Context: an optimization exercise on an open-source flow, tuned for small area, a short achievable clock period and few clock cycles. The choices shown serve that exercise and are no tape-out recipe.
Only the layout flow was run in this run; the RTL was not checked for function there.
Power is estimated from default activity; no workload was simulated.

==> design/flow/run.sh <==
#!/bin/bash
# synth_recipe.tcl (not shown) runs the flow's synth.tcl, then flattens the netlist and writes it again
# the make line also repeats each setting of config.mk as NAME=value (left out here)
make -C /OpenROAD-flow-scripts/flow DESIGN_CONFIG=/design/flow/config.mk WORK_HOME=/design/flow/orfs CLKGATE_MAP_FILE= SYNTH_SCRIPT=/design/flow/synth_recipe.tcl finish
==> design/flow/config.mk <==
export PLATFORM = sky130hd
export DESIGN_NAME = force_torque_packet_deframer_core
export DESIGN_NICKNAME = force_torque_packet_deframer_core
export VERILOG_FILES = /design/flow/design.v
export SDC_FILE = /design/flow/constraint.sdc
export NUM_CORES = 4
export LEC_CHECK = 0
export CAP_MARGIN = 20
export CORE_MARGIN = 2
export CORE_UTILIZATION = 40
export SLEW_MARGIN = 20
==> design/flow/constraint.sdc <==
create_clock -name core_clock -period 11.0 [get_ports {clk_i}]
set_input_delay 2.2000 -clock core_clock [delete_from_list [all_inputs] [get_ports {clk_i}]]
set_output_delay 2.2000 -clock core_clock [all_outputs]
set_load 0.01 [all_outputs]
==> design/flow/design.v <==
`default_nettype none
package ftdfr_pkg;
  localparam int unsigned PACKET_BYTES = 25;
  localparam int unsigned FIELD_FIRST  = 4;
  localparam int unsigned FIELD_COUNT  = 6;
  localparam int unsigned FIELD_BYTES  = 3;
  localparam int unsigned FORCE_FIELDS = 3;
  localparam logic [7:0] SYNC_FIRST  = 8'h00;
  localparam logic [7:0] SYNC_SECOND = 8'h17;
  localparam int unsigned BYTE_W = 8;
  localparam int unsigned RAW_W  = 24;
  localparam int unsigned GAIN_W = 32;
  localparam int unsigned PROD_W = 56;
  localparam int unsigned SKIP_W = 16;
  localparam int unsigned CFG_IDX_W = 2;
  localparam logic [CFG_IDX_W-1:0] CFG_FORCE_GAIN  = 2'd0;
  localparam logic [CFG_IDX_W-1:0] CFG_TORQUE_GAIN = 2'd1;
  localparam logic [GAIN_W-1:0] FORCE_GAIN_RST  = 32'd4294967;
  localparam logic [GAIN_W-1:0] TORQUE_GAIN_RST = 32'd42950;
endpackage
`default_nettype wire
`default_nettype none
module ftdfr_mac (
  input  logic [55:0] bs_i,
  input  logic [55:0] bc_i,
  input  logic [3:0]  one_i,
  input  logic [3:0]  two_i,
  input  logic [3:0]  neg_i,
  input  logic        b7_i,
  input  logic        stp_i,
  input  logic [31:0] g_i,
  output logic [55:0] s_o,
  output logic [55:0] c_o
);
  wire [33:0] g1 = {2'b00, g_i};
  wire [33:0] g2 = {1'b0, g_i, 1'b0};
  wire [3:0]  nn = {4{stp_i}} & ~neg_i;
  wire [31:0] r7 = {32{b7_i}} & g_i;
  wire [33:0] x0 = (({34{one_i[0]}} & g1) | ({34{two_i[0]}} & g2)) ^ {34{neg_i[0]}};
  wire [33:0] x1 = (({34{one_i[1]}} & g1) | ({34{two_i[1]}} & g2)) ^ {34{neg_i[1]}};
  wire [33:0] x2 = (({34{one_i[2]}} & g1) | ({34{two_i[2]}} & g2)) ^ {34{neg_i[2]}};
  wire [33:0] x3 = (({34{one_i[3]}} & g1) | ({34{two_i[3]}} & g2)) ^ {34{neg_i[3]}};
  logic fs0, fc0;
  logic fs1, fc1;
  logic fs2, fc2;
  logic fs3, fc3;
  logic fs4, fc4;
  logic fs5, fc5;
  logic fs6, fc6;
  logic fs7, fc7;
  logic fs8, fc8;
  logic fs9, fc9;
  logic fs10, fc10;
  logic fs11, fc11;
  logic fs12, fc12;
  logic fs13, fc13;
  logic fs14, fc14;
  logic fs15, fc15;
  logic fs16, fc16;
  logic fs17, fc17;
  logic fs18, fc18;
  logic fs19, fc19;
  logic fs20, fc20;
  logic fs21, fc21;
  logic fs22, fc22;
  logic fs23, fc23;
  logic fs24, fc24;
  logic fs25, fc25;
  logic fs26, fc26;
  logic fs27, fc27;
  logic fs28, fc28;
  logic fs29, fc29;
  logic fs30, fc30;
  logic fs31, fc31;
  logic fs32, fc32;
  logic fs33, fc33;
  logic fs34, fc34;
  logic fs35, fc35;
  logic fs36, fc36;
  logic fs37, fc37;
  logic fs38, fc38;
  logic fs39, fc39;
  logic fs40, fc40;
  logic fs41, fc41;
  logic fs42, fc42;
  logic fs43, fc43;
  logic fs44, fc44;
  logic fs45, fc45;
  logic fs46, fc46;
  logic fs47, fc47;
  logic fs48, fc48;
  logic fs49, fc49;
  logic fs50, fc50;
  logic fs51, fc51;
  logic fs52, fc52;
  logic fs53, fc53;
  logic fs54, fc54;
  logic fs55, fc55;
  logic fs56, fc56;
  logic fs57, fc57;
  logic fs58, fc58;
  logic fs59, fc59;
  logic fs60, fc60;
  logic fs61, fc61;
  logic fs62, fc62;
  logic fs63, fc63;
  logic fs64, fc64;
  logic fs65, fc65;
  logic fs66, fc66;
  logic fs67, fc67;
  logic fs68, fc68;
  logic fs69, fc69;
  logic fs70, fc70;
  logic fs71, fc71;
  logic fs72, fc72;
  logic fs73, fc73;
  logic fs74, fc74;
  logic fs75, fc75;
  logic fs76, fc76;
  logic fs77, fc77;
  logic fs78, fc78;
  logic fs79, fc79;
  logic fs80, fc80;
  logic fs81, fc81;
  logic fs82, fc82;
  logic fs83, fc83;
  logic fs84, fc84;
  logic fs85, fc85;
  logic fs86, fc86;
  logic fs87, fc87;
  logic fs88, fc88;
  logic fs89, fc89;
  logic fs90, fc90;
  logic fs91, fc91;
  logic fs92, fc92;
  logic fs93, fc93;
  logic fs94, fc94;
  logic fs95, fc95;
  logic fs96, fc96;
  logic fs97, fc97;
  logic fs98, fc98;
  logic fs99, fc99;
  logic fs100, fc100;
  logic fs101, fc101;
  logic fs102, fc102;
  logic fs103, fc103;
  logic fs104, fc104;
  logic fs105, fc105;
  logic fs106, fc106;
  logic fs107, fc107;
  logic fs108, fc108;
  logic fs109, fc109;
  logic fs110, fc110;
  logic fs111, fc111;
  logic fs112, fc112;
  logic fs113, fc113;
  logic fs114, fc114;
  logic fs115, fc115;
  logic fs116, fc116;
  logic fs117, fc117;
  logic fs118, fc118;
  logic fs119, fc119;
  logic fs120, fc120;
  logic fs121, fc121;
  logic fs122, fc122;
  logic fs123, fc123;
  logic fs124, fc124;
  logic fs125, fc125;
  logic fs126, fc126;
  logic fs127, fc127;
  logic fs128, fc128;
  logic fs129, fc129;
  logic fs130, fc130;
  logic fs131, fc131;
  logic fs132, fc132;
  logic fs133, fc133;
  logic fs134, fc134;
  logic fs135, fc135;
  logic fs136, fc136;
  logic fs137, fc137;
  logic fs138, fc138;
  logic fs139, fc139;
  logic fs140, fc140;
  logic fs141, fc141;
  logic fs142, fc142;
  logic fs143, fc143;
  logic fs144, fc144;
  logic fs145, fc145;
  logic fs146, fc146;
  logic fs147, fc147;
  logic fs148, fc148;
  logic fs149, fc149;
  logic fs150, fc150;
  logic fs151, fc151;
  logic fs152, fc152;
  logic fs153, fc153;
  logic fs154, fc154;
  logic fs155, fc155;
  logic fs156, fc156;
  logic fs157, fc157;
  logic fs158, fc158;
  logic fs159, fc159;
  logic fs160, fc160;
  logic fs161, fc161;
  logic fs162, fc162;
  logic fs163, fc163;
  logic fs164, fc164;
  logic fs165, fc165;
  logic fs166, fc166;
  logic fs167, fc167;
  logic fs168, fc168;
  logic fs169, fc169;
  logic fs170, fc170;
  logic fs171, fc171;
  logic fs172, fc172;
  logic fs173, fc173;
  logic fs174, fc174;
  logic fs175, fc175;
  logic fs176, fc176;
  logic fs177, fc177;
  logic fs178, fc178;
  logic fs179, fc179;
  logic fs180, fc180;
  logic fs181, fc181;
  logic fs182, fc182;
  logic fs183, fc183;
  logic fs184, fc184;
  logic fs185, fc185;
  logic fs186, fc186;
  logic fs187, fc187;
  logic fs188, fc188;
  logic fs189, fc189;
  logic fs190, fc190;
  logic fs191, fc191;
  logic fs192, fc192;
  assign fs0 = neg_i[0] ^ x0[0] ^ bs_i[0];
  assign fc0 = (neg_i[0] & x0[0]) | (neg_i[0] & bs_i[0]) | (x0[0] & bs_i[0]);
  assign fs1 = x0[1] ^ bs_i[1] ^ bc_i[1];
  assign fc1 = (x0[1] & bs_i[1]) | (x0[1] & bc_i[1]) | (bs_i[1] & bc_i[1]);
  assign fs2 = neg_i[1] ^ x0[2] ^ x1[0];
  assign fc2 = (neg_i[1] & x0[2]) | (neg_i[1] & x1[0]) | (x0[2] & x1[0]);
  assign fs3 = bs_i[2] ^ bc_i[2] ^ fc1;
  assign fc3 = (bs_i[2] & bc_i[2]) | (bs_i[2] & fc1) | (bc_i[2] & fc1);
  assign fs4 = x0[3] ^ x1[1] ^ bs_i[3];
  assign fc4 = (x0[3] & x1[1]) | (x0[3] & bs_i[3]) | (x1[1] & bs_i[3]);
  assign fs5 = bc_i[3] ^ fc2 ^ fs4;
  assign fc5 = (bc_i[3] & fc2) | (bc_i[3] & fs4) | (fc2 & fs4);
  assign fs6 = neg_i[2] ^ x0[4] ^ x1[2];
  assign fc6 = (neg_i[2] & x0[4]) | (neg_i[2] & x1[2]) | (x0[4] & x1[2]);
  assign fs7 = x2[0] ^ bs_i[4] ^ bc_i[4];
  assign fc7 = (x2[0] & bs_i[4]) | (x2[0] & bc_i[4]) | (bs_i[4] & bc_i[4]);
  assign fs8 = fc4 ^ fs6 ^ fs7;
  assign fc8 = (fc4 & fs6) | (fc4 & fs7) | (fs6 & fs7);
  assign fs9 = x0[5] ^ x1[3] ^ x2[1];
  assign fc9 = (x0[5] & x1[3]) | (x0[5] & x2[1]) | (x1[3] & x2[1]);
  assign fs10 = bs_i[5] ^ bc_i[5] ^ fc6;
  assign fc10 = (bs_i[5] & bc_i[5]) | (bs_i[5] & fc6) | (bc_i[5] & fc6);
  assign fs11 = fc7 ^ fs9 ^ fs10;
  assign fc11 = (fc7 & fs9) | (fc7 & fs10) | (fs9 & fs10);
  assign fs12 = neg_i[3] ^ x0[6] ^ x1[4];
  assign fc12 = (neg_i[3] & x0[6]) | (neg_i[3] & x1[4]) | (x0[6] & x1[4]);
  assign fs13 = x2[2] ^ x3[0] ^ bs_i[6];
  assign fc13 = (x2[2] & x3[0]) | (x2[2] & bs_i[6]) | (x3[0] & bs_i[6]);
  assign fs14 = bc_i[6] ^ fc9 ^ fs12;
  assign fc14 = (bc_i[6] & fc9) | (bc_i[6] & fs12) | (fc9 & fs12);
  assign fs15 = fs13 ^ fc10 ^ fs14;
  assign fc15 = (fs13 & fc10) | (fs13 & fs14) | (fc10 & fs14);
  assign fs16 = x0[7] ^ x1[5] ^ x2[3];
  assign fc16 = (x0[7] & x1[5]) | (x0[7] & x2[3]) | (x1[5] & x2[3]);
  assign fs17 = x3[1] ^ bs_i[7] ^ bc_i[7];
  assign fc17 = (x3[1] & bs_i[7]) | (x3[1] & bc_i[7]) | (bs_i[7] & bc_i[7]);
  assign fs18 = fc12 ^ fc13 ^ fs16;
  assign fc18 = (fc12 & fc13) | (fc12 & fs16) | (fc13 & fs16);
  assign fs19 = fs17 ^ fc14 ^ fs18;
  assign fc19 = (fs17 & fc14) | (fs17 & fs18) | (fc14 & fs18);
  assign fs20 = r7[0] ^ x0[8] ^ x1[6];
  assign fc20 = (r7[0] & x0[8]) | (r7[0] & x1[6]) | (x0[8] & x1[6]);
  assign fs21 = x2[4] ^ x3[2] ^ bs_i[8];
  assign fc21 = (x2[4] & x3[2]) | (x2[4] & bs_i[8]) | (x3[2] & bs_i[8]);
  assign fs22 = bc_i[8] ^ fc16 ^ fc17;
  assign fc22 = (bc_i[8] & fc16) | (bc_i[8] & fc17) | (fc16 & fc17);
  assign fs23 = fs20 ^ fs21 ^ fc18;
  assign fc23 = (fs20 & fs21) | (fs20 & fc18) | (fs21 & fc18);
  assign fs24 = fs22 ^ fc19;
  assign fc24 = fs22 & fc19;
  assign fs25 = r7[1] ^ x0[9] ^ x1[7];
  assign fc25 = (r7[1] & x0[9]) | (r7[1] & x1[7]) | (x0[9] & x1[7]);
  assign fs26 = x2[5] ^ x3[3] ^ bs_i[9];
  assign fc26 = (x2[5] & x3[3]) | (x2[5] & bs_i[9]) | (x3[3] & bs_i[9]);
  assign fs27 = bc_i[9] ^ fc20 ^ fc21;
  assign fc27 = (bc_i[9] & fc20) | (bc_i[9] & fc21) | (fc20 & fc21);
  assign fs28 = fs25 ^ fs26 ^ fc22;
  assign fc28 = (fs25 & fs26) | (fs25 & fc22) | (fs26 & fc22);
  assign fs29 = fs27 ^ fc23 ^ fs28;
  assign fc29 = (fs27 & fc23) | (fs27 & fs28) | (fc23 & fs28);
  assign fs30 = r7[2] ^ x0[10] ^ x1[8];
  assign fc30 = (r7[2] & x0[10]) | (r7[2] & x1[8]) | (x0[10] & x1[8]);
  assign fs31 = x2[6] ^ x3[4] ^ bs_i[10];
  assign fc31 = (x2[6] & x3[4]) | (x2[6] & bs_i[10]) | (x3[4] & bs_i[10]);
  assign fs32 = bc_i[10] ^ fc25 ^ fc26;
  assign fc32 = (bc_i[10] & fc25) | (bc_i[10] & fc26) | (fc25 & fc26);
  assign fs33 = fs30 ^ fs31 ^ fc27;
  assign fc33 = (fs30 & fs31) | (fs30 & fc27) | (fs31 & fc27);
  assign fs34 = fs32 ^ fc28 ^ fs33;
  assign fc34 = (fs32 & fc28) | (fs32 & fs33) | (fc28 & fs33);
  assign fs35 = r7[3] ^ x0[11] ^ x1[9];
  assign fc35 = (r7[3] & x0[11]) | (r7[3] & x1[9]) | (x0[11] & x1[9]);
  assign fs36 = x2[7] ^ x3[5] ^ bs_i[11];
  assign fc36 = (x2[7] & x3[5]) | (x2[7] & bs_i[11]) | (x3[5] & bs_i[11]);
  assign fs37 = bc_i[11] ^ fc30 ^ fc31;
  assign fc37 = (bc_i[11] & fc30) | (bc_i[11] & fc31) | (fc30 & fc31);
  assign fs38 = fs35 ^ fs36 ^ fc32;
  assign fc38 = (fs35 & fs36) | (fs35 & fc32) | (fs36 & fc32);
  assign fs39 = fs37 ^ fc33 ^ fs38;
  assign fc39 = (fs37 & fc33) | (fs37 & fs38) | (fc33 & fs38);
  assign fs40 = r7[4] ^ x0[12] ^ x1[10];
  assign fc40 = (r7[4] & x0[12]) | (r7[4] & x1[10]) | (x0[12] & x1[10]);
  assign fs41 = x2[8] ^ x3[6] ^ bs_i[12];
  assign fc41 = (x2[8] & x3[6]) | (x2[8] & bs_i[12]) | (x3[6] & bs_i[12]);
  assign fs42 = bc_i[12] ^ fc35 ^ fc36;
  assign fc42 = (bc_i[12] & fc35) | (bc_i[12] & fc36) | (fc35 & fc36);
  assign fs43 = fs40 ^ fs41 ^ fc37;
  assign fc43 = (fs40 & fs41) | (fs40 & fc37) | (fs41 & fc37);
  assign fs44 = fs42 ^ fc38 ^ fs43;
  assign fc44 = (fs42 & fc38) | (fs42 & fs43) | (fc38 & fs43);
  assign fs45 = r7[5] ^ x0[13] ^ x1[11];
  assign fc45 = (r7[5] & x0[13]) | (r7[5] & x1[11]) | (x0[13] & x1[11]);
  assign fs46 = x2[9] ^ x3[7] ^ bs_i[13];
  assign fc46 = (x2[9] & x3[7]) | (x2[9] & bs_i[13]) | (x3[7] & bs_i[13]);
  assign fs47 = bc_i[13] ^ fc40 ^ fc41;
  assign fc47 = (bc_i[13] & fc40) | (bc_i[13] & fc41) | (fc40 & fc41);
  assign fs48 = fs45 ^ fs46 ^ fc42;
  assign fc48 = (fs45 & fs46) | (fs45 & fc42) | (fs46 & fc42);
  assign fs49 = fs47 ^ fc43 ^ fs48;
  assign fc49 = (fs47 & fc43) | (fs47 & fs48) | (fc43 & fs48);
  assign fs50 = r7[6] ^ x0[14] ^ x1[12];
  assign fc50 = (r7[6] & x0[14]) | (r7[6] & x1[12]) | (x0[14] & x1[12]);
  assign fs51 = x2[10] ^ x3[8] ^ bs_i[14];
  assign fc51 = (x2[10] & x3[8]) | (x2[10] & bs_i[14]) | (x3[8] & bs_i[14]);
  assign fs52 = bc_i[14] ^ fc45 ^ fc46;
  assign fc52 = (bc_i[14] & fc45) | (bc_i[14] & fc46) | (fc45 & fc46);
  assign fs53 = fs50 ^ fs51 ^ fc47;
  assign fc53 = (fs50 & fs51) | (fs50 & fc47) | (fs51 & fc47);
  assign fs54 = fs52 ^ fc48 ^ fs53;
  assign fc54 = (fs52 & fc48) | (fs52 & fs53) | (fc48 & fs53);
  assign fs55 = r7[7] ^ x0[15] ^ x1[13];
  assign fc55 = (r7[7] & x0[15]) | (r7[7] & x1[13]) | (x0[15] & x1[13]);
  assign fs56 = x2[11] ^ x3[9] ^ bs_i[15];
  assign fc56 = (x2[11] & x3[9]) | (x2[11] & bs_i[15]) | (x3[9] & bs_i[15]);
  assign fs57 = bc_i[15] ^ fc50 ^ fc51;
  assign fc57 = (bc_i[15] & fc50) | (bc_i[15] & fc51) | (fc50 & fc51);
  assign fs58 = fs55 ^ fs56 ^ fc52;
  assign fc58 = (fs55 & fs56) | (fs55 & fc52) | (fs56 & fc52);
  assign fs59 = fs57 ^ fc53 ^ fs58;
  assign fc59 = (fs57 & fc53) | (fs57 & fs58) | (fc53 & fs58);
  assign fs60 = r7[8] ^ x0[16] ^ x1[14];
  assign fc60 = (r7[8] & x0[16]) | (r7[8] & x1[14]) | (x0[16] & x1[14]);
  assign fs61 = x2[12] ^ x3[10] ^ bs_i[16];
  assign fc61 = (x2[12] & x3[10]) | (x2[12] & bs_i[16]) | (x3[10] & bs_i[16]);
  assign fs62 = bc_i[16] ^ fc55 ^ fc56;
  assign fc62 = (bc_i[16] & fc55) | (bc_i[16] & fc56) | (fc55 & fc56);
  assign fs63 = fs60 ^ fs61 ^ fc57;
  assign fc63 = (fs60 & fs61) | (fs60 & fc57) | (fs61 & fc57);
  assign fs64 = fs62 ^ fc58 ^ fs63;
  assign fc64 = (fs62 & fc58) | (fs62 & fs63) | (fc58 & fs63);
  assign fs65 = r7[9] ^ x0[17] ^ x1[15];
  assign fc65 = (r7[9] & x0[17]) | (r7[9] & x1[15]) | (x0[17] & x1[15]);
  assign fs66 = x2[13] ^ x3[11] ^ bs_i[17];
  assign fc66 = (x2[13] & x3[11]) | (x2[13] & bs_i[17]) | (x3[11] & bs_i[17]);
  assign fs67 = bc_i[17] ^ fc60 ^ fc61;
  assign fc67 = (bc_i[17] & fc60) | (bc_i[17] & fc61) | (fc60 & fc61);
  assign fs68 = fs65 ^ fs66 ^ fc62;
  assign fc68 = (fs65 & fs66) | (fs65 & fc62) | (fs66 & fc62);
  assign fs69 = fs67 ^ fc63 ^ fs68;
  assign fc69 = (fs67 & fc63) | (fs67 & fs68) | (fc63 & fs68);
  assign fs70 = r7[10] ^ x0[18] ^ x1[16];
  assign fc70 = (r7[10] & x0[18]) | (r7[10] & x1[16]) | (x0[18] & x1[16]);
  assign fs71 = x2[14] ^ x3[12] ^ bs_i[18];
  assign fc71 = (x2[14] & x3[12]) | (x2[14] & bs_i[18]) | (x3[12] & bs_i[18]);
  assign fs72 = bc_i[18] ^ fc65 ^ fc66;
  assign fc72 = (bc_i[18] & fc65) | (bc_i[18] & fc66) | (fc65 & fc66);
  assign fs73 = fs70 ^ fs71 ^ fc67;
  assign fc73 = (fs70 & fs71) | (fs70 & fc67) | (fs71 & fc67);
  assign fs74 = fs72 ^ fc68 ^ fs73;
  assign fc74 = (fs72 & fc68) | (fs72 & fs73) | (fc68 & fs73);
  assign fs75 = r7[11] ^ x0[19] ^ x1[17];
  assign fc75 = (r7[11] & x0[19]) | (r7[11] & x1[17]) | (x0[19] & x1[17]);
  assign fs76 = x2[15] ^ x3[13] ^ bs_i[19];
  assign fc76 = (x2[15] & x3[13]) | (x2[15] & bs_i[19]) | (x3[13] & bs_i[19]);
  assign fs77 = bc_i[19] ^ fc70 ^ fc71;
  assign fc77 = (bc_i[19] & fc70) | (bc_i[19] & fc71) | (fc70 & fc71);
  assign fs78 = fs75 ^ fs76 ^ fc72;
  assign fc78 = (fs75 & fs76) | (fs75 & fc72) | (fs76 & fc72);
  assign fs79 = fs77 ^ fc73 ^ fs78;
  assign fc79 = (fs77 & fc73) | (fs77 & fs78) | (fc73 & fs78);
  assign fs80 = r7[12] ^ x0[20] ^ x1[18];
  assign fc80 = (r7[12] & x0[20]) | (r7[12] & x1[18]) | (x0[20] & x1[18]);
  assign fs81 = x2[16] ^ x3[14] ^ bs_i[20];
  assign fc81 = (x2[16] & x3[14]) | (x2[16] & bs_i[20]) | (x3[14] & bs_i[20]);
  assign fs82 = bc_i[20] ^ fc75 ^ fc76;
  assign fc82 = (bc_i[20] & fc75) | (bc_i[20] & fc76) | (fc75 & fc76);
  assign fs83 = fs80 ^ fs81 ^ fc77;
  assign fc83 = (fs80 & fs81) | (fs80 & fc77) | (fs81 & fc77);
  assign fs84 = fs82 ^ fc78 ^ fs83;
  assign fc84 = (fs82 & fc78) | (fs82 & fs83) | (fc78 & fs83);
  assign fs85 = r7[13] ^ x0[21] ^ x1[19];
  assign fc85 = (r7[13] & x0[21]) | (r7[13] & x1[19]) | (x0[21] & x1[19]);
  assign fs86 = x2[17] ^ x3[15] ^ bs_i[21];
  assign fc86 = (x2[17] & x3[15]) | (x2[17] & bs_i[21]) | (x3[15] & bs_i[21]);
  assign fs87 = bc_i[21] ^ fc80 ^ fc81;
  assign fc87 = (bc_i[21] & fc80) | (bc_i[21] & fc81) | (fc80 & fc81);
  assign fs88 = fs85 ^ fs86 ^ fc82;
  assign fc88 = (fs85 & fs86) | (fs85 & fc82) | (fs86 & fc82);
  assign fs89 = fs87 ^ fc83 ^ fs88;
  assign fc89 = (fs87 & fc83) | (fs87 & fs88) | (fc83 & fs88);
  assign fs90 = r7[14] ^ x0[22] ^ x1[20];
  assign fc90 = (r7[14] & x0[22]) | (r7[14] & x1[20]) | (x0[22] & x1[20]);
  assign fs91 = x2[18] ^ x3[16] ^ bs_i[22];
  assign fc91 = (x2[18] & x3[16]) | (x2[18] & bs_i[22]) | (x3[16] & bs_i[22]);
  assign fs92 = bc_i[22] ^ fc85 ^ fc86;
  assign fc92 = (bc_i[22] & fc85) | (bc_i[22] & fc86) | (fc85 & fc86);
  assign fs93 = fs90 ^ fs91 ^ fc87;
  assign fc93 = (fs90 & fs91) | (fs90 & fc87) | (fs91 & fc87);
  assign fs94 = fs92 ^ fc88 ^ fs93;
  assign fc94 = (fs92 & fc88) | (fs92 & fs93) | (fc88 & fs93);
  assign fs95 = r7[15] ^ x0[23] ^ x1[21];
  assign fc95 = (r7[15] & x0[23]) | (r7[15] & x1[21]) | (x0[23] & x1[21]);
  assign fs96 = x2[19] ^ x3[17] ^ bs_i[23];
  assign fc96 = (x2[19] & x3[17]) | (x2[19] & bs_i[23]) | (x3[17] & bs_i[23]);
  assign fs97 = bc_i[23] ^ fc90 ^ fc91;
  assign fc97 = (bc_i[23] & fc90) | (bc_i[23] & fc91) | (fc90 & fc91);
  assign fs98 = fs95 ^ fs96 ^ fc92;
  assign fc98 = (fs95 & fs96) | (fs95 & fc92) | (fs96 & fc92);
  assign fs99 = fs97 ^ fc93 ^ fs98;
  assign fc99 = (fs97 & fc93) | (fs97 & fs98) | (fc93 & fs98);
  assign fs100 = r7[16] ^ x0[24] ^ x1[22];
  assign fc100 = (r7[16] & x0[24]) | (r7[16] & x1[22]) | (x0[24] & x1[22]);
  assign fs101 = x2[20] ^ x3[18] ^ bs_i[24];
  assign fc101 = (x2[20] & x3[18]) | (x2[20] & bs_i[24]) | (x3[18] & bs_i[24]);
  assign fs102 = bc_i[24] ^ fc95 ^ fc96;
  assign fc102 = (bc_i[24] & fc95) | (bc_i[24] & fc96) | (fc95 & fc96);
  assign fs103 = fs100 ^ fs101 ^ fc97;
  assign fc103 = (fs100 & fs101) | (fs100 & fc97) | (fs101 & fc97);
  assign fs104 = fs102 ^ fc98 ^ fs103;
  assign fc104 = (fs102 & fc98) | (fs102 & fs103) | (fc98 & fs103);
  assign fs105 = r7[17] ^ x0[25] ^ x1[23];
  assign fc105 = (r7[17] & x0[25]) | (r7[17] & x1[23]) | (x0[25] & x1[23]);
  assign fs106 = x2[21] ^ x3[19] ^ bs_i[25];
  assign fc106 = (x2[21] & x3[19]) | (x2[21] & bs_i[25]) | (x3[19] & bs_i[25]);
  assign fs107 = bc_i[25] ^ fc100 ^ fc101;
  assign fc107 = (bc_i[25] & fc100) | (bc_i[25] & fc101) | (fc100 & fc101);
  assign fs108 = fs105 ^ fs106 ^ fc102;
  assign fc108 = (fs105 & fs106) | (fs105 & fc102) | (fs106 & fc102);
  assign fs109 = fs107 ^ fc103 ^ fs108;
  assign fc109 = (fs107 & fc103) | (fs107 & fs108) | (fc103 & fs108);
  assign fs110 = r7[18] ^ x0[26] ^ x1[24];
  assign fc110 = (r7[18] & x0[26]) | (r7[18] & x1[24]) | (x0[26] & x1[24]);
  assign fs111 = x2[22] ^ x3[20] ^ bs_i[26];
  assign fc111 = (x2[22] & x3[20]) | (x2[22] & bs_i[26]) | (x3[20] & bs_i[26]);
  assign fs112 = bc_i[26] ^ fc105 ^ fc106;
  assign fc112 = (bc_i[26] & fc105) | (bc_i[26] & fc106) | (fc105 & fc106);
  assign fs113 = fs110 ^ fs111 ^ fc107;
  assign fc113 = (fs110 & fs111) | (fs110 & fc107) | (fs111 & fc107);
  assign fs114 = fs112 ^ fc108 ^ fs113;
  assign fc114 = (fs112 & fc108) | (fs112 & fs113) | (fc108 & fs113);
  assign fs115 = r7[19] ^ x0[27] ^ x1[25];
  assign fc115 = (r7[19] & x0[27]) | (r7[19] & x1[25]) | (x0[27] & x1[25]);
  assign fs116 = x2[23] ^ x3[21] ^ bs_i[27];
  assign fc116 = (x2[23] & x3[21]) | (x2[23] & bs_i[27]) | (x3[21] & bs_i[27]);
  assign fs117 = bc_i[27] ^ fc110 ^ fc111;
  assign fc117 = (bc_i[27] & fc110) | (bc_i[27] & fc111) | (fc110 & fc111);
  assign fs118 = fs115 ^ fs116 ^ fc112;
  assign fc118 = (fs115 & fs116) | (fs115 & fc112) | (fs116 & fc112);
  assign fs119 = fs117 ^ fc113 ^ fs118;
  assign fc119 = (fs117 & fc113) | (fs117 & fs118) | (fc113 & fs118);
  assign fs120 = r7[20] ^ x0[28] ^ x1[26];
  assign fc120 = (r7[20] & x0[28]) | (r7[20] & x1[26]) | (x0[28] & x1[26]);
  assign fs121 = x2[24] ^ x3[22] ^ bs_i[28];
  assign fc121 = (x2[24] & x3[22]) | (x2[24] & bs_i[28]) | (x3[22] & bs_i[28]);
  assign fs122 = bc_i[28] ^ fc115 ^ fc116;
  assign fc122 = (bc_i[28] & fc115) | (bc_i[28] & fc116) | (fc115 & fc116);
  assign fs123 = fs120 ^ fs121 ^ fc117;
  assign fc123 = (fs120 & fs121) | (fs120 & fc117) | (fs121 & fc117);
  assign fs124 = fs122 ^ fc118 ^ fs123;
  assign fc124 = (fs122 & fc118) | (fs122 & fs123) | (fc118 & fs123);
  assign fs125 = r7[21] ^ x0[29] ^ x1[27];
  assign fc125 = (r7[21] & x0[29]) | (r7[21] & x1[27]) | (x0[29] & x1[27]);
  assign fs126 = x2[25] ^ x3[23] ^ bs_i[29];
  assign fc126 = (x2[25] & x3[23]) | (x2[25] & bs_i[29]) | (x3[23] & bs_i[29]);
  assign fs127 = bc_i[29] ^ fc120 ^ fc121;
  assign fc127 = (bc_i[29] & fc120) | (bc_i[29] & fc121) | (fc120 & fc121);
  assign fs128 = fs125 ^ fs126 ^ fc122;
  assign fc128 = (fs125 & fs126) | (fs125 & fc122) | (fs126 & fc122);
  assign fs129 = fs127 ^ fc123 ^ fs128;
  assign fc129 = (fs127 & fc123) | (fs127 & fs128) | (fc123 & fs128);
  assign fs130 = r7[22] ^ x0[30] ^ x1[28];
  assign fc130 = (r7[22] & x0[30]) | (r7[22] & x1[28]) | (x0[30] & x1[28]);
  assign fs131 = x2[26] ^ x3[24] ^ bs_i[30];
  assign fc131 = (x2[26] & x3[24]) | (x2[26] & bs_i[30]) | (x3[24] & bs_i[30]);
  assign fs132 = bc_i[30] ^ fc125 ^ fc126;
  assign fc132 = (bc_i[30] & fc125) | (bc_i[30] & fc126) | (fc125 & fc126);
  assign fs133 = fs130 ^ fs131 ^ fc127;
  assign fc133 = (fs130 & fs131) | (fs130 & fc127) | (fs131 & fc127);
  assign fs134 = fs132 ^ fc128 ^ fs133;
  assign fc134 = (fs132 & fc128) | (fs132 & fs133) | (fc128 & fs133);
  assign fs135 = r7[23] ^ x0[31] ^ x1[29];
  assign fc135 = (r7[23] & x0[31]) | (r7[23] & x1[29]) | (x0[31] & x1[29]);
  assign fs136 = x2[27] ^ x3[25] ^ bs_i[31];
  assign fc136 = (x2[27] & x3[25]) | (x2[27] & bs_i[31]) | (x3[25] & bs_i[31]);
  assign fs137 = bc_i[31] ^ fc130 ^ fc131;
  assign fc137 = (bc_i[31] & fc130) | (bc_i[31] & fc131) | (fc130 & fc131);
  assign fs138 = fs135 ^ fs136 ^ fc132;
  assign fc138 = (fs135 & fs136) | (fs135 & fc132) | (fs136 & fc132);
  assign fs139 = fs137 ^ fc133 ^ fs138;
  assign fc139 = (fs137 & fc133) | (fs137 & fs138) | (fc133 & fs138);
  assign fs140 = r7[24] ^ x0[32] ^ x1[30];
  assign fc140 = (r7[24] & x0[32]) | (r7[24] & x1[30]) | (x0[32] & x1[30]);
  assign fs141 = x2[28] ^ x3[26] ^ bs_i[32];
  assign fc141 = (x2[28] & x3[26]) | (x2[28] & bs_i[32]) | (x3[26] & bs_i[32]);
  assign fs142 = bc_i[32] ^ fc135 ^ fc136;
  assign fc142 = (bc_i[32] & fc135) | (bc_i[32] & fc136) | (fc135 & fc136);
  assign fs143 = fs140 ^ fs141 ^ fc137;
  assign fc143 = (fs140 & fs141) | (fs140 & fc137) | (fs141 & fc137);
  assign fs144 = fs142 ^ fc138 ^ fs143;
  assign fc144 = (fs142 & fc138) | (fs142 & fs143) | (fc138 & fs143);
  assign fs145 = r7[25] ^ x0[33] ^ x1[31];
  assign fc145 = (r7[25] & x0[33]) | (r7[25] & x1[31]) | (x0[33] & x1[31]);
  assign fs146 = x2[29] ^ x3[27] ^ bs_i[33];
  assign fc146 = (x2[29] & x3[27]) | (x2[29] & bs_i[33]) | (x3[27] & bs_i[33]);
  assign fs147 = bc_i[33] ^ fc140 ^ fc141;
  assign fc147 = (bc_i[33] & fc140) | (bc_i[33] & fc141) | (fc140 & fc141);
  assign fs148 = fs145 ^ fs146 ^ fc142;
  assign fc148 = (fs145 & fs146) | (fs145 & fc142) | (fs146 & fc142);
  assign fs149 = fs147 ^ fc143 ^ fs148;
  assign fc149 = (fs147 & fc143) | (fs147 & fs148) | (fc143 & fs148);
  assign fs150 = nn[0] ^ r7[26] ^ x1[32];
  assign fc150 = (nn[0] & r7[26]) | (nn[0] & x1[32]) | (r7[26] & x1[32]);
  assign fs151 = x2[30] ^ x3[28] ^ bs_i[34];
  assign fc151 = (x2[30] & x3[28]) | (x2[30] & bs_i[34]) | (x3[28] & bs_i[34]);
  assign fs152 = bc_i[34] ^ fc145 ^ fc146;
  assign fc152 = (bc_i[34] & fc145) | (bc_i[34] & fc146) | (fc145 & fc146);
  assign fs153 = fs150 ^ fs151 ^ fc147;
  assign fc153 = (fs150 & fs151) | (fs150 & fc147) | (fs151 & fc147);
  assign fs154 = fs152 ^ fc148 ^ fs153;
  assign fc154 = (fs152 & fc148) | (fs152 & fs153) | (fc148 & fs153);
  assign fs155 = r7[27] ^ x1[33] ^ x2[31];
  assign fc155 = (r7[27] & x1[33]) | (r7[27] & x2[31]) | (x1[33] & x2[31]);
  assign fs156 = x3[29] ^ bs_i[35] ^ bc_i[35];
  assign fc156 = (x3[29] & bs_i[35]) | (x3[29] & bc_i[35]) | (bs_i[35] & bc_i[35]);
  assign fs157 = fc150 ^ fc151 ^ fs155;
  assign fc157 = (fc150 & fc151) | (fc150 & fs155) | (fc151 & fs155);
  assign fs158 = fs156 ^ fc152 ^ fs157;
  assign fc158 = (fs156 & fc152) | (fs156 & fs157) | (fc152 & fs157);
  assign fs159 = fc153 ^ fs158;
  assign fc159 = fc153 & fs158;
  assign fs160 = nn[1] ^ r7[28] ^ x2[32];
  assign fc160 = (nn[1] & r7[28]) | (nn[1] & x2[32]) | (r7[28] & x2[32]);
  assign fs161 = x3[30] ^ bs_i[36] ^ bc_i[36];
  assign fc161 = (x3[30] & bs_i[36]) | (x3[30] & bc_i[36]) | (bs_i[36] & bc_i[36]);
  assign fs162 = fc155 ^ fc156 ^ fs160;
  assign fc162 = (fc155 & fc156) | (fc155 & fs160) | (fc156 & fs160);
  assign fs163 = fs161 ^ fc157 ^ fs162;
  assign fc163 = (fs161 & fc157) | (fs161 & fs162) | (fc157 & fs162);
  assign fs164 = fc158 ^ fs163;
  assign fc164 = fc158 & fs163;
  assign fs165 = r7[29] ^ x2[33] ^ x3[31];
  assign fc165 = (r7[29] & x2[33]) | (r7[29] & x3[31]) | (x2[33] & x3[31]);
  assign fs166 = bs_i[37] ^ bc_i[37] ^ fc160;
  assign fc166 = (bs_i[37] & bc_i[37]) | (bs_i[37] & fc160) | (bc_i[37] & fc160);
  assign fs167 = fc161 ^ fs165 ^ fc162;
  assign fc167 = (fc161 & fs165) | (fc161 & fc162) | (fs165 & fc162);
  assign fs168 = fs166 ^ fc163 ^ fs167;
  assign fc168 = (fs166 & fc163) | (fs166 & fs167) | (fc163 & fs167);
  assign fs169 = nn[2] ^ r7[30] ^ x3[32];
  assign fc169 = (nn[2] & r7[30]) | (nn[2] & x3[32]) | (r7[30] & x3[32]);
  assign fs170 = bs_i[38] ^ bc_i[38] ^ fc165;
  assign fc170 = (bs_i[38] & bc_i[38]) | (bs_i[38] & fc165) | (bc_i[38] & fc165);
  assign fs171 = fs169 ^ fc166 ^ fs170;
  assign fc171 = (fs169 & fc166) | (fs169 & fs170) | (fc166 & fs170);
  assign fs172 = fc167 ^ fs171;
  assign fc172 = fc167 & fs171;
  assign fs173 = r7[31] ^ x3[33] ^ bs_i[39];
  assign fc173 = (r7[31] & x3[33]) | (r7[31] & bs_i[39]) | (x3[33] & bs_i[39]);
  assign fs174 = bc_i[39] ^ fc169 ^ fs173;
  assign fc174 = (bc_i[39] & fc169) | (bc_i[39] & fs173) | (fc169 & fs173);
  assign fs175 = fc170 ^ fs174 ^ fc171;
  assign fc175 = (fc170 & fs174) | (fc170 & fc171) | (fs174 & fc171);
  assign fs176 = nn[3] ^ bs_i[40] ^ bc_i[40];
  assign fc176 = (nn[3] & bs_i[40]) | (nn[3] & bc_i[40]) | (bs_i[40] & bc_i[40]);
  assign fs177 = fc173 ^ fs176 ^ fc174;
  assign fc177 = (fc173 & fs176) | (fc173 & fc174) | (fs176 & fc174);
  assign fs178 = bs_i[41] ^ bc_i[41] ^ fc176;
  assign fc178 = (bs_i[41] & bc_i[41]) | (bs_i[41] & fc176) | (bc_i[41] & fc176);
  assign fs179 = bs_i[42] ^ bc_i[42];
  assign fc179 = bs_i[42] & bc_i[42];
  assign fs180 = bs_i[43] ^ bc_i[43];
  assign fc180 = bs_i[43] & bc_i[43];
  assign fs181 = bs_i[44] ^ bc_i[44];
  assign fc181 = bs_i[44] & bc_i[44];
  assign fs182 = bs_i[45] ^ bc_i[45];
  assign fc182 = bs_i[45] & bc_i[45];
  assign fs183 = bs_i[46] ^ bc_i[46];
  assign fc183 = bs_i[46] & bc_i[46];
  assign fs184 = bs_i[47] ^ bc_i[47];
  assign fc184 = bs_i[47] & bc_i[47];
  assign fs185 = bs_i[48] ^ bc_i[48];
  assign fc185 = bs_i[48] & bc_i[48];
  assign fs186 = bs_i[49] ^ bc_i[49];
  assign fc186 = bs_i[49] & bc_i[49];
  assign fs187 = bs_i[50] ^ bc_i[50];
  assign fc187 = bs_i[50] & bc_i[50];
  assign fs188 = bs_i[51] ^ bc_i[51];
  assign fc188 = bs_i[51] & bc_i[51];
  assign fs189 = bs_i[52] ^ bc_i[52];
  assign fc189 = bs_i[52] & bc_i[52];
  assign fs190 = bs_i[53] ^ bc_i[53];
  assign fc190 = bs_i[53] & bc_i[53];
  assign fs191 = bs_i[54] ^ bc_i[54];
  assign fc191 = bs_i[54] & bc_i[54];
  assign fs192 = bs_i[55] ^ bc_i[55];
  assign fc192 = bs_i[55] & bc_i[55];
  assign s_o[0] = bc_i[0];
  assign c_o[0] = fs0;
  assign s_o[1] = fc0;
  assign c_o[1] = fs1;
  assign s_o[2] = fs2;
  assign c_o[2] = fs3;
  assign s_o[3] = fc3;
  assign c_o[3] = fs5;
  assign s_o[4] = fc5;
  assign c_o[4] = fs8;
  assign s_o[5] = fc8;
  assign c_o[5] = fs11;
  assign s_o[6] = fc11;
  assign c_o[6] = fs15;
  assign s_o[7] = fc15;
  assign c_o[7] = fs19;
  assign s_o[8] = fs23;
  assign c_o[8] = fs24;
  assign s_o[9] = fc24;
  assign c_o[9] = fs29;
  assign s_o[10] = fc29;
  assign c_o[10] = fs34;
  assign s_o[11] = fc34;
  assign c_o[11] = fs39;
  assign s_o[12] = fc39;
  assign c_o[12] = fs44;
  assign s_o[13] = fc44;
  assign c_o[13] = fs49;
  assign s_o[14] = fc49;
  assign c_o[14] = fs54;
  assign s_o[15] = fc54;
  assign c_o[15] = fs59;
  assign s_o[16] = fc59;
  assign c_o[16] = fs64;
  assign s_o[17] = fc64;
  assign c_o[17] = fs69;
  assign s_o[18] = fc69;
  assign c_o[18] = fs74;
  assign s_o[19] = fc74;
  assign c_o[19] = fs79;
  assign s_o[20] = fc79;
  assign c_o[20] = fs84;
  assign s_o[21] = fc84;
  assign c_o[21] = fs89;
  assign s_o[22] = fc89;
  assign c_o[22] = fs94;
  assign s_o[23] = fc94;
  assign c_o[23] = fs99;
  assign s_o[24] = fc99;
  assign c_o[24] = fs104;
  assign s_o[25] = fc104;
  assign c_o[25] = fs109;
  assign s_o[26] = fc109;
  assign c_o[26] = fs114;
  assign s_o[27] = fc114;
  assign c_o[27] = fs119;
  assign s_o[28] = fc119;
  assign c_o[28] = fs124;
  assign s_o[29] = fc124;
  assign c_o[29] = fs129;
  assign s_o[30] = fc129;
  assign c_o[30] = fs134;
  assign s_o[31] = fc134;
  assign c_o[31] = fs139;
  assign s_o[32] = fc139;
  assign c_o[32] = fs144;
  assign s_o[33] = fc144;
  assign c_o[33] = fs149;
  assign s_o[34] = fc149;
  assign c_o[34] = fs154;
  assign s_o[35] = fc154;
  assign c_o[35] = fs159;
  assign s_o[36] = fc159;
  assign c_o[36] = fs164;
  assign s_o[37] = fc164;
  assign c_o[37] = fs168;
  assign s_o[38] = fc168;
  assign c_o[38] = fs172;
  assign s_o[39] = fc172;
  assign c_o[39] = fs175;
  assign s_o[40] = fc175;
  assign c_o[40] = fs177;
  assign s_o[41] = fc177;
  assign c_o[41] = fs178;
  assign s_o[42] = fc178;
  assign c_o[42] = fs179;
  assign s_o[43] = fc179;
  assign c_o[43] = fs180;
  assign s_o[44] = fc180;
  assign c_o[44] = fs181;
  assign s_o[45] = fc181;
  assign c_o[45] = fs182;
  assign s_o[46] = fc182;
  assign c_o[46] = fs183;
  assign s_o[47] = fc183;
  assign c_o[47] = fs184;
  assign s_o[48] = fc184;
  assign c_o[48] = fs185;
  assign s_o[49] = fc185;
  assign c_o[49] = fs186;
  assign s_o[50] = fc186;
  assign c_o[50] = fs187;
  assign s_o[51] = fc187;
  assign c_o[51] = fs188;
  assign s_o[52] = fc188;
  assign c_o[52] = fs189;
  assign s_o[53] = fc189;
  assign c_o[53] = fs190;
  assign s_o[54] = fc190;
  assign c_o[54] = fs191;
  assign s_o[55] = fc191;
  assign c_o[55] = fs192;
endmodule
`default_nettype wire
`default_nettype none
import ftdfr_pkg::*;
module force_torque_packet_deframer_core (
  input  logic                     clk_i,
  input  logic                     rst_ni,
  input  logic                     in_valid_i,
  output logic                     in_stall_o,
  input  logic [BYTE_W-1:0]        rx_byte_i,
  output logic                     out_valid_o,
  input  logic                     out_stall_i,
  output logic signed [PROD_W-1:0] force_x_o,
  output logic signed [PROD_W-1:0] force_y_o,
  output logic signed [PROD_W-1:0] force_z_o,
  output logic signed [PROD_W-1:0] torque_x_o,
  output logic signed [PROD_W-1:0] torque_y_o,
  output logic signed [PROD_W-1:0] torque_z_o,
  output logic [SKIP_W-1:0]        skipped_bytes_o,
  input  logic                     cfg_valid_i,
  output logic                     cfg_ready_o,
  input  logic [CFG_IDX_W-1:0]     cfg_index_i,
  input  logic [GAIN_W-1:0]        cfg_data_i
);
  localparam logic [1:0] PH_HUNT = 2'd0, PH_ZERO = 2'd1, PH_PACKET = 2'd2;
  logic [GAIN_W-1:0] force_gain_q, torque_gain_q;
  assign cfg_ready_o = 1'b1;
  always_ff @(posedge clk_i or negedge rst_ni) begin
    if (!rst_ni) begin
      force_gain_q  <= FORCE_GAIN_RST;
      torque_gain_q <= TORQUE_GAIN_RST;
    end else if (cfg_valid_i) begin
      if (cfg_index_i == CFG_FORCE_GAIN)  force_gain_q  <= cfg_data_i;
      if (cfg_index_i == CFG_TORQUE_GAIN) torque_gain_q <= cfg_data_i;
    end
  end
  logic              tk_q;
  logic              stall_q;
  logic              accept;
  logic              is00_q, is17_q;
  logic [3:0]        one_q, two_q, neg_q;
  logic              b7_q;
  logic [3:0]        one_d, two_d, neg_d;
  logic [8:0]        bx;
  assign in_stall_o = stall_q;
  assign accept     = in_valid_i && !stall_q;
  assign bx = {rx_byte_i, 1'b0};
  always_comb begin
    for (int i = 0; i < 4; i++) begin
      one_d[i] = bx[2*i+1] ^ bx[2*i];
      two_d[i] = (bx[2*i+2] && !bx[2*i+1] && !bx[2*i]) || (!bx[2*i+2] && bx[2*i+1] && bx[2*i]);
      neg_d[i] = bx[2*i+2];
    end
  end
  always_ff @(posedge clk_i) begin
    is00_q <= (rx_byte_i == SYNC_FIRST);
    is17_q <= (rx_byte_i == SYNC_SECOND);
  end
  logic [1:0]  phase_q, phase_d;
  logic [4:0]  pos_q, pos_d;           
  logic [SKIP_W-1:0] skip_q, skip_d;
  logic [1:0]  skip_inc;
  logic [SKIP_W:0] skip_sum;
  logic        pkt_end;
  logic        out_valid_q, out_valid_d;
  logic        stall_d;
  logic        step_q, first_q, torque_q;
  logic        infield_d, first_d;
  logic        is00, is17;
  assign is00 = is00_q;
  assign is17 = is17_q;
  always_comb begin
    phase_d  = phase_q;
    pos_d    = pos_q;
    skip_inc = 2'd0;
    pkt_end  = 1'b0;
    if (tk_q) begin
      case (phase_q)
        PH_PACKET: begin
          if (pos_q == 5'(PACKET_BYTES - 1)) begin
            pkt_end = 1'b1;
            phase_d = PH_HUNT;
          end
          pos_d = pos_q + 5'd1;
        end
        PH_ZERO: begin
          if (is17) begin
            phase_d = PH_PACKET;
            pos_d   = 5'd2;
          end else if (is00) begin
            skip_inc = 2'd1;
          end else begin
            skip_inc = 2'd2;
            phase_d  = PH_HUNT;
          end
        end
        default: begin
          if (is00) begin
            phase_d = PH_ZERO;
          end else begin
            skip_inc = 2'd1;
          end
        end
      endcase
    end
    skip_sum = {1'b0, skip_q} + (SKIP_W + 1)'(skip_inc);
    skip_d   = skip_sum[SKIP_W] ? '1 : skip_sum[SKIP_W-1:0];
    if (pkt_end) skip_d = '0;
    out_valid_d = pkt_end || (out_valid_q && out_stall_i);
    stall_d = out_valid_d && (phase_d == PH_PACKET) && (pos_d >= 5'(FIELD_FIRST + 1));
    infield_d = (phase_d == PH_PACKET) && (pos_d >= 5'd4) && (pos_d <= 5'd21);
    first_d   = (phase_d == PH_PACKET) &&
                (pos_d == 5'd4 || pos_d == 5'd7 || pos_d == 5'd10 ||
                 pos_d == 5'd13 || pos_d == 5'd16 || pos_d == 5'd19);
  end
  always_ff @(posedge clk_i or negedge rst_ni) begin
    if (!rst_ni) begin
      tk_q        <= 1'b0;
      stall_q     <= 1'b0;
      phase_q     <= PH_HUNT;
      pos_q       <= '0;
      skip_q      <= '0;
      out_valid_q <= 1'b0;
      step_q      <= 1'b0;
      first_q     <= 1'b0;
      torque_q    <= 1'b0;
    end else begin
      tk_q        <= accept;
      stall_q     <= stall_d;
      phase_q     <= phase_d;
      pos_q       <= pos_d;
      skip_q      <= skip_d;
      out_valid_q <= out_valid_d;
      step_q      <= accept && infield_d;
      first_q     <= accept && first_d;
      torque_q    <= (pos_d >= 5'd13);
    end
  end
  always_ff @(posedge clk_i) begin
    one_q <= (accept && infield_d) ? one_d : 4'd0;
    two_q <= (accept && infield_d) ? two_d : 4'd0;
    neg_q <= (accept && infield_d) ? neg_d : 4'd0;
    b7_q  <= accept && infield_d && !first_d && rx_byte_i[7];
  end
  localparam logic [PROD_W-1:0] ACC_INIT = 56'hFFFEAAAAAC0000;
  logic [PROD_W-1:0] acc_s_q, acc_c_q;
  logic [PROD_W-1:0] base_s, base_c;
  logic [PROD_W-1:0] mac_s, mac_c;
  logic [GAIN_W-1:0] gain;
  assign gain = torque_q ? torque_gain_q : force_gain_q;
  always_comb begin
    if (first_q) begin
      base_s = '0;
      base_c = ACC_INIT;
    end else if (step_q) begin
      base_s = {acc_s_q[PROD_W-9:0], 8'd0};
      base_c = {acc_c_q[PROD_W-9:0], 8'd0};
    end else begin
      base_s = acc_s_q;
      base_c = acc_c_q;
    end
  end
  ftdfr_mac u_mac (
    .bs_i  (base_s),
    .bc_i  (base_c),
    .one_i (one_q),
    .two_i (two_q),
    .neg_i (neg_q),
    .b7_i  (b7_q),
    .stp_i (step_q),
    .g_i   (gain),
    .s_o   (mac_s),
    .c_o   (mac_c)
  );
  always_ff @(posedge clk_i) begin
    acc_s_q <= mac_s;
    acc_c_q <= mac_c;
  end
  logic [PROD_W-1:0] prod;
  logic [PROD_W-1:0] res_q [FIELD_COUNT];
  logic [SKIP_W-1:0] res_skip_q;
  assign prod = acc_s_q + acc_c_q;
  always_ff @(posedge clk_i) begin
    for (int i = 0; i < FIELD_COUNT; i++) begin
      if (phase_q == PH_PACKET && pos_q == 5'(FIELD_FIRST + FIELD_BYTES * (i + 1))) begin
        res_q[i] <= prod;
      end
    end
    if (pkt_end) begin
      res_skip_q <= skip_q;
    end
  end
  assign out_valid_o     = out_valid_q;
  assign force_x_o       = res_q[0];
  assign force_y_o       = res_q[1];
  assign force_z_o       = res_q[2];
  assign torque_x_o      = res_q[3];
  assign torque_y_o      = res_q[4];
  assign torque_z_o      = res_q[5];
  assign skipped_bytes_o = res_skip_q;
endmodule
`default_nettype wire
==> run summary <==
post-synthesis simple-gate area fraction 0.0650; cts repair resizes 0; yosys warns 2; sequential share of the synthesized area 0.525; chip height 275 µm; largest net degree at the start of global routing 97; Worst R2R Path Depth 9; Overflow after GRT 0; final WL 75.0 mm; setup_tns 0 ns; Placed Cells 3577; worst-margin pin slew 1.03 ns; Max-Cap Viols 0; top_reg_cell synth edfxtp_1; vias in the first global route 18.8k; Via-to-Cell Ratio 5.08; ant diodes 0; core area 73000 µm²; CP endpoint kind flip-flop; worst vdd ir 113 µV; port bufs 400; Async S/R FF share, synth 0.163; part of the cycle the worst path needs 0.395; CP Capture Point acc_c_q[9]$_DFF_P_; initial antenna violation count 0; TritonCTS Sinks 572; Post-Synthesis Cells 2293; CP max FO 70; final-report setup violation count 0; Avg Cell Area, Syn 12.8 µm²; Worst Setup SP step_q$_DFF_PN0_; Lkg Pwr 14.3 nW; TritonCTS Buffers 60; R2R Setup Slk 6.65 ns; Clock Skews 0.0350 ns; Hold Buf Count CTS 0; placer congestion estimate 0.889; Total Power 4.60 mW; status timing/DRC/antenna clean; Post-Synth XOR/XNOR Area 0.0607; Hold WC Path Type flip-flop to flip-flop; Peak Freq 230 MHz; clock latency on the worst-skew pair 0.64 ns; crit path max-delay cell type dfrtp_4; Post-synth EDFFs 352; Pre-Repair DR Iteration Count 7; Arrival @ worst endpoint 4.84 ns; Non-Filler Instances 3691; most frequent cell after synthesis edfxtp_1; synth top area cells edfxtp_1 (36%), fa_1 (12%), dfxtp_1 (8.6%); post-synthesis compound-gate area fraction 0.0918; Overall Global Routing Usage 0.197; largest family of logic cells by synthesized area adder cells; Routed wire per std cell 20.3 µm; Hold Crit Depth 1; share of layout cells above drive strength 1 0.107; Worst Setup Path Type flip-flop to flip-flop; Max Root-Sink Buffers 3; Clock transition at path regs 0.07 ns; io pins 402; routed vias 18.8k; dominant cell type by area after synthesis edfxtp_1; die width 275 µm; area grow syn2layout 24.0%; first-pass GRT wire length 115 mm; Netlist cell types 77; #FFs+latches synth 572; RSZ-0062 raised after global routing no; post-synthesis mux area share 0.0612; Synth Area in Adders 0.153; starting density of the core 0.404; H-tree Lvls 2; DR iter-0 viols 1264; Reg-to-Reg Start step_q$_DFF_PN0_; r2r endpoint acc_c_q[9]$_DFF_P_; crit-path max cell delay 0.95 ns; # Post-CTS Setup Buffers 0; dpl hpwl 56.0 mm; remaining antenna violation count 0; CTS Root Cell clkbuf_16; Startpoint Class flip-flop; DR DRC count 0; Die ar. 75800 µm²; worst path required time 11.49 ns; pwr dens 126 nW/µm²; area fraction of the dominant cell type after synthesis 0.359; Fill cells 6336; worst rel slew slack 0.314; Most common cell on crit path fa_1; Syn Nets 2595; num rows 99; Post-Syn Area 29400 µm²; Commonest cells post-synth edfxtp_1 (352), inv_1 (234), xnor2_1 (177); Final min period 4.35 ns; Max Transition Viols Final 0; CTS tree yes; crit-path cells buf_4 -> nor2_1 -> and2_1 -> fa_1 -> inv_1 -> fa_1 -> inv_1 -> fa_1 -> fa_1; Hold Fails Final Rpt 0; fin nets 2982
[cell type report]
class	instances	area [µm²]	share of cell area
Clock inverter	43	444	0.0122
Sequential cell	572	15500	0.424
Timing Repair Buffer	424	4180	0.115
Multi-Input combinational cell	1386	12800	0.349
Tap cell	959	1200	0.0329
Inverter	236	886	0.0243
Clock buffer	71	1560	0.0428
[registers in the layout, indices dropped and copies added, names as in the netlist]
register       flops
neg_q              4
res_q            336
tk_q               1
phase_q            2
is00_q             1
first_q            1
is17_q             1
res_skip_q        16
one_q              4
step_q             1
acc_s_q           56
b7_q               1
two_q              4
pos_q              5
torque_gain_q     32
stall_q            1
torque_q           1
skip_q            16
acc_c_q           56
force_gain_q      32
out_valid_q        1
[critical path: cells and delay by family, from the launching register on]
| kind | cells | cell delay [ns] |
|---|---|---|
| fa+ha+maj | 4 | 1.44 |
| flops | 1 | 0.95 |
| buf+inv | 3 | 0.95 |
| simple gates | 2 | 0.73 |
[worst min-delay path by stage]
stage | startpoint | endpoint | slack, ns
5_1_grt | skip_q[0]$_DFF_PN0_ | res_skip_q[0]$_DFFE_PP_ | 0.48
3_5_place_dp | stall_q$_DFF_PN0_ | tk_q$_DFF_PN0_ | 0.44
2_1_floorplan | skip_q[0]$_DFF_PN0_ | res_skip_q[0]$_DFFE_PP_ | 0.43
4_1_cts | stall_q$_DFF_PN0_ | tk_q$_DFF_PN0_ | 0.46
6_report | stall_q$_DFF_PN0_ | tk_q$_DFF_PN0_ | 0.44
3_3_place_gp | stall_q$_DFF_PN0_ | tk_q$_DFF_PN0_ | 0.45
[power breakdown]
part           switching [mW]  internal, mW  leakage (nW)
registers              0.0327          2.32          5.28
clock network           0.853          1.19         0.973
logic                   0.116        0.0880          8.08
[per-stage QoR]
| stage | util | hold slack [ns] | area, µm² | worst slack, ns |
|---|---|---|---|---|
| after floorplan | - | 0.431 | 29400 | 3.71 |
| after global placement | 0.473 | 0.449 | 34500 | 6.77 |
| after detailed placement | 0.473 | 0.443 | 34500 | 6.73 |
| after CTS | 0.500 | 0.458 | 36500 | 6.68 |
| after global routing | 0.500 | 0.483 | 36500 | 6.43 |
| final | 0.500 | 0.444 | 36500 | 6.65 |
[placed cells by master, fill, tap and decap left out, types with 84 or more instances in the layout]
master / count
edfxtp_1: 352
clkdlybuf4s50_1: 399
dfxtp_1: 120
mux2_2: 97
fa_1: 175
a21oi_1: 89
inv_1: 234
a22oi_1: 126
xnor2_1: 177
nand2_1: 84
nor2_1: 92
[kinds of logic after synthesis]
kind of cell / Yosys count
mux: 168
simple gates: 375
buf+inv: 335
other cells: 1
compound gates: 383
xor+xnor: 204
fa+ha+maj: 255
flops: 572
[routing by layer]
layer  share of wire  track usage  wire length [µm]  vias up
met3           0.055       0.0282              4140       77
met2            0.46        0.315             34800      560
met1            0.46        0.286             34800     9385
met5               0            0                 0        -
met4           0.015       0.0387              1150        0
li1                -            -                 -     8737

[what the ideal ports hide]
In the flow no input, the clock included, has a driving cell. The finished layout below was timed again as built, in two steps. Step 1: set_driving_cell puts a clkbuf_16 on clk_i and a buf_2 on each other input, an assumption about the parent block. Step 2, shift: input delay + t, output delay - t, t = (earliest + latest rising clock arrival at the registers) / 2. This alone moves slack from input paths to output paths. a / b / c = no drivers / after step 1 / after step 2; a / b = the first two.
t, ns: 0.680
setup slack, ns: 6.652 / 6.652 / 6.652
hold WS [ns]: 0.444 / 0.444 / 0.444
cell pins on the clock port's net: 1
After both steps this run still meets setup and hold. The setup slack of this run moves by 0.000 ns with the drivers and by 0.000 ns with both steps.
